From an optimization exercise on the open Yosys and OpenROAD flow, aimed at a short achievable clock period and few clock cycles per item; shortcuts taken in it are not production practice. In this exercise RTL edits were held to simulation tests only and were not proved equivalent to the original. The clock port is modelled as an ideal driver; clocking choices that lean on that would not hold on a real chip. Power figures rest on the tool's default switching activity, not on a simulated workload.

## job 5956
==> flow/design.v (excerpt) <==
module yWriteBack
(
   input logic clock,
   input logic reset,
   input logic dpDone,
   input logic cpDone,
   input yRowPkg::rowAddr diagAddr,
   input yRowPkg::rowAddr nonDiagAddr,
   input yRowPkg::slotOneHot diagSlot,
   input yRowPkg::slotOneHot nonDiagSlot,
   input yRowPkg::yEntry computedDiag,
   input yRowPkg::yEntry changeData,
   input yRowPkg::rowData readData1,
   input yRowPkg::rowData readData2,
   output yRowPkg::rowAddr readAddr1,
   output yRowPkg::rowAddr readAddr2,
   output yRowPkg::rowAddr writeAddr,
   output yRowPkg::rowData writeData,
   output logic writeEnable,
   output logic writeDone
);
export LEC_CHECK = 0
export ABC_CLOCK_PERIOD_IN_PS = 2000
export CAP_MARGIN = 20
export CORE_AREA = 10 10 390 390
export DIE_AREA = 0 0 400 400
export SETUP_SLACK_MARGIN = 3.0
export SLEW_MARGIN = 20
create_clock -name core_clock -period 5.0 [get_ports {clock}]
standard.sh (not shown) runs the stock make flow with config.mk's settings and CLKGATE_MAP_FILE= SYNTH_SCRIPT=/design/flow/synth_recipe.tcl, a recipe that flattens the netlist after the stock synthesis.
==> flow/flow/run.sh <==
#!/bin/bash
# Own layout flow: the standard ORFS flow, unchanged synthesis, with one
# extra step at the end of CTS (flow/post_cts.tcl) that tightens the paths
# through the ports. Each tool's output goes to a log file in this folder.
set -euo pipefail
WORK=$(pwd)
bash standard.sh synth > "$WORK/synth.log" 2>&1
export POST_CTS_TCL="$WORK/flow/post_cts.tcl"
bash standard.sh > "$WORK/layout.log" 2>&1
==> flow/flow/post_cts.tcl <==
# Run by ORFS at the end of CTS (POST_CTS_TCL): tighten the paths through
# the ports, then legalize the placement again.
# - each output port is driven by a plain buf_4 (no delay cell, no weak buffer)
# - a flip-flop that drives an output buffer gets the strongest drive
# - each readAddr output buffer hangs straight off its address input buffer,
#   and the input buffer's other loads move behind a buffer of their own
set block [ord::get_db_block]

# the buffer on a port: the instance its net connects to
proc port_inst { name } {
  set bterm [$::block findBTerm $name]
  if { $bterm == "NULL" } { return "NULL" }
  set net [$bterm getNet]
  foreach it [$net getITerms] {
    return [$it getInst]
  }
  return "NULL"
}

proc inst_pin { inst pin } {
  return [$inst findITerm $pin]
}

set n_out 0
set n_ff 0
foreach bterm [$block getBTerms] {
  if { [$bterm getIoType] != "OUTPUT" } { continue }
  set buf [port_inst [$bterm getName]]
  if { $buf == "NULL" } { continue }
  set ref [[$buf getMaster] getName]
  if { ![string match "sky130_fd_sc_hd__*buf*" $ref] } { continue }
  if { $ref != "sky130_fd_sc_hd__buf_4" && $ref != "sky130_fd_sc_hd__buf_6" && $ref != "sky130_fd_sc_hd__buf_8" } {
    replace_cell [$buf getName] sky130_fd_sc_hd__buf_4
    incr n_out
  }
  set in_net [[inst_pin $buf A] getNet]
  foreach it [$in_net getITerms] {
    if { ![$it isOutputSignal] } { continue }
    set d [$it getInst]
    if { [regexp {^sky130_fd_sc_hd__dfxtp_[12]$} [[$d getMaster] getName]] } {
      replace_cell [$d getName] sky130_fd_sc_hd__dfxtp_4
      incr n_ff
    }
  }
}
puts "post_cts: $n_out output buffers and $n_ff flip-flops resized"

set n_ft 0
foreach {src dst} {diagAddr readAddr1 nonDiagAddr readAddr2} {
  for {set i 0} {$i < 11} {incr i} {
    set ib [port_inst "$src\[$i\]"]
    set ob [port_inst "$dst\[$i\]"]
    if { $ib == "NULL" || $ob == "NULL" } { continue }
    set ib_net [[inst_pin $ib X] getNet]
    set ob_a [inst_pin $ob A]
    set ob_net [$ob_a getNet]
    if { [$ob_net getName] != [$ib_net getName] } {
      disconnect_pin [$ob_net getName] [$ob getName]/A
      connect_pin [$ib_net getName] [$ob getName]/A
    }
    set others {}
    foreach it [$ib_net getITerms] {
      if { [$it isInputSignal] && [[$it getInst] getName] != [$ob getName] } {
        lappend others [get_pins [[$it getInst] getName]/[[$it getMTerm] getName]]
      }
    }
    if { [llength $others] > 0 } {
      insert_buffer -buffer_cell sky130_fd_sc_hd__buf_4 -net [get_nets [$ib_net getName]] -load_pins $others
    }
    replace_cell [$ib getName] sky130_fd_sc_hd__buf_8
    incr n_ft
  }
}
puts "post_cts: $n_ft feedthroughs rewired"

estimate_parasitics -placement
detailed_placement
check_placement -verbose
estimate_parasitics -placement
report_worst_slack -max
Job 5956 never completed; the flow aborted with a tool error in 4_1_cts.
Testbench counts of job 5956, summed over its fixed seeds: cycles 93,160, pairs 24,000.
The inputs of job 9965 differ from those of job 5956 as listed below.
diff --git a/flow/flow/post_cts.tcl b/flow/flow/post_cts.tcl
--- a/flow/flow/post_cts.tcl
+++ b/flow/flow/post_cts.tcl
@@ -7 +7 @@
-set block [ord::get_db_block]
+set ::block [ord::get_db_block]
@@ -26 +26 @@
-foreach bterm [$block getBTerms] {
+foreach bterm [$::block getBTerms] {
## What came out
- Job 9965 went all the way through synthesis, placement and routing and the layout is clean on timing, DRC and antenna.
- Job 9965 against job 5956: count of placed standard cells including taps stayed essentially flat; row count stayed essentially flat.
- As far as basic-gate share of the synthesized area counting and, or, nand and nor cells is concerned, job 5956 and job 9965 perform about the same.
- ~same number of storage elements in the synthesis netlist in job 5956 and job 9965
- From job 5956 to job 9965 the numbers moved as follows: area after synthesis barely changed; detailed placer's ending HPWL barely changed.
Inputs modified between job 9965 and job 5489:
- CTS_CLUSTER_SIZE: unset -> 30
- CTS_CLUSTER_DIAMETER: unset -> 60
==> flow/flow/run.sh <==
#!/bin/bash
# Own layout flow: the standard ORFS flow, unchanged synthesis, with two
# extra steps around CTS: flow/pre_cts.tcl moves the output flip-flops and
# their port buffers next to the ports, flow/post_cts.tcl tightens the port
# paths (buffer sizes, the read address feedthroughs). Each tool's output
# goes to a log file in this folder.
set -euo pipefail
WORK=$(pwd)
bash standard.sh synth > "$WORK/synth.log" 2>&1
export PRE_CTS_TCL="$WORK/flow/pre_cts.tcl"
export POST_CTS_TCL="$WORK/flow/post_cts.tcl"
bash standard.sh > "$WORK/layout.log" 2>&1
==> flow/flow/pre_cts.tcl (new file) <==
# Run by ORFS before CTS (PRE_CTS_TCL): move each output port's buffer, and
# the flip-flop that drives it, to the edge of the core next to the port, so
# that the register-to-port path is short; then legalize the placement.
# The clock tree is built afterwards for these places.
set ::block [ord::get_db_block]
set core [$::block getCoreArea]
set cx0 [$core xMin]
set cy0 [$core yMin]
set cx1 [$core xMax]
set cy1 [$core yMax]
set step [expr {[$::block getDbUnitsPerMicron] * 4}]

proc clampv { v lo hi } {
  if { $v < $lo } { return $lo }
  if { $v > $hi } { return $hi }
  return $v
}

set n_mv 0
foreach bterm [$::block getBTerms] {
  if { [$bterm getIoType] != "OUTPUT" } { continue }
  set net [$bterm getNet]
  set buf "NULL"
  foreach it [$net getITerms] { set buf [$it getInst] }
  if { $buf == "NULL" } { continue }
  set ff "NULL"
  foreach it [[[$buf findITerm A] getNet] getITerms] {
    if { [$it isOutputSignal] } { set ff [$it getInst] }
  }
  if { $ff == "NULL" || ![string match "sky130_fd_sc_hd__dfxtp_*" [[$ff getMaster] getName]] } { continue }
  set bb [$bterm getBBox]
  set px [expr {([$bb xMin] + [$bb xMax]) / 2}]
  set py [expr {([$bb yMin] + [$bb yMax]) / 2}]
  # nearest point of the core, then one step further in for the flip-flop
  set bx [clampv $px $cx0 [expr {$cx1 - $step}]]
  set by [clampv $py $cy0 [expr {$cy1 - $step}]]
  set fx $bx
  set fy $by
  if { $px <= $cx0 } { set fx [expr {$bx + $step}] }
  if { $px >= $cx1 } { set fx [expr {$bx - $step}] }
  if { $py <= $cy0 } { set fy [expr {$by + $step}] }
  if { $py >= $cy1 } { set fy [expr {$by - $step}] }
  $buf setLocation $bx $by
  $ff setLocation $fx $fy
  incr n_mv
}
puts "pre_cts: $n_mv output flip-flops and buffers moved to their ports"
detailed_placement
check_placement -verbose
==> notes.md <==
- Job 5489 vs. job 9965: detailed-route wire length per cell now larger, register-to-register setup slack level, worst setup slack -0.042 ns, fmax shows a reduction of 1.7%, count of cells along the worst hold path saw little to no change.
- Worst hold slack | job 5489 above job 9965
- [job 5489 vs job 9965] total area of multi-input combinational cells: higher in job 5489
- Job 5489 vs. job 9965: sequential share of layout area went down; total power consumption of the routed design went down; via count of the first global-routing pass went up; clock skew went up.
- Both conditions hold for job 5489: the flow ran to the end and the final layout passed the timing, design-rule and antenna checks.

## static timing again, ports no longer ideal
How much do the figures lean on ideal ports? The routed layouts below were timed once more, with nothing changed but the port constraints.
Step 1: set_driving_cell puts a clkbuf_16 on clock and a buf_2 on each other input, an assumption about the parent block.
Step 2 also shifts input and output timing later by t, the mid clock arrival at the registers, as if the neighbouring blocks saw the same clock.
Three values: ideal ports, drivers, drivers and shift; two values: the first two.
run	t (ns)	slack for setup (ns)	hold slack, ns	worst register clock-pin slew, ns	cell pins on the clock port's net
job 9965	0.852	2.569 / 2.607 / 1.756	0.474 / 0.474 / 0.474	0.06 / 0.06	1
job 5489	0.828	2.527 / 2.564 / 1.736	0.507 / 0.507 / 0.507	0.09 / 0.09	1
After both steps every run listed still meets setup and hold. The setup slack of job 9965, which loses most, moves by +0.038 ns with the drivers and by -0.813 ns with both steps.
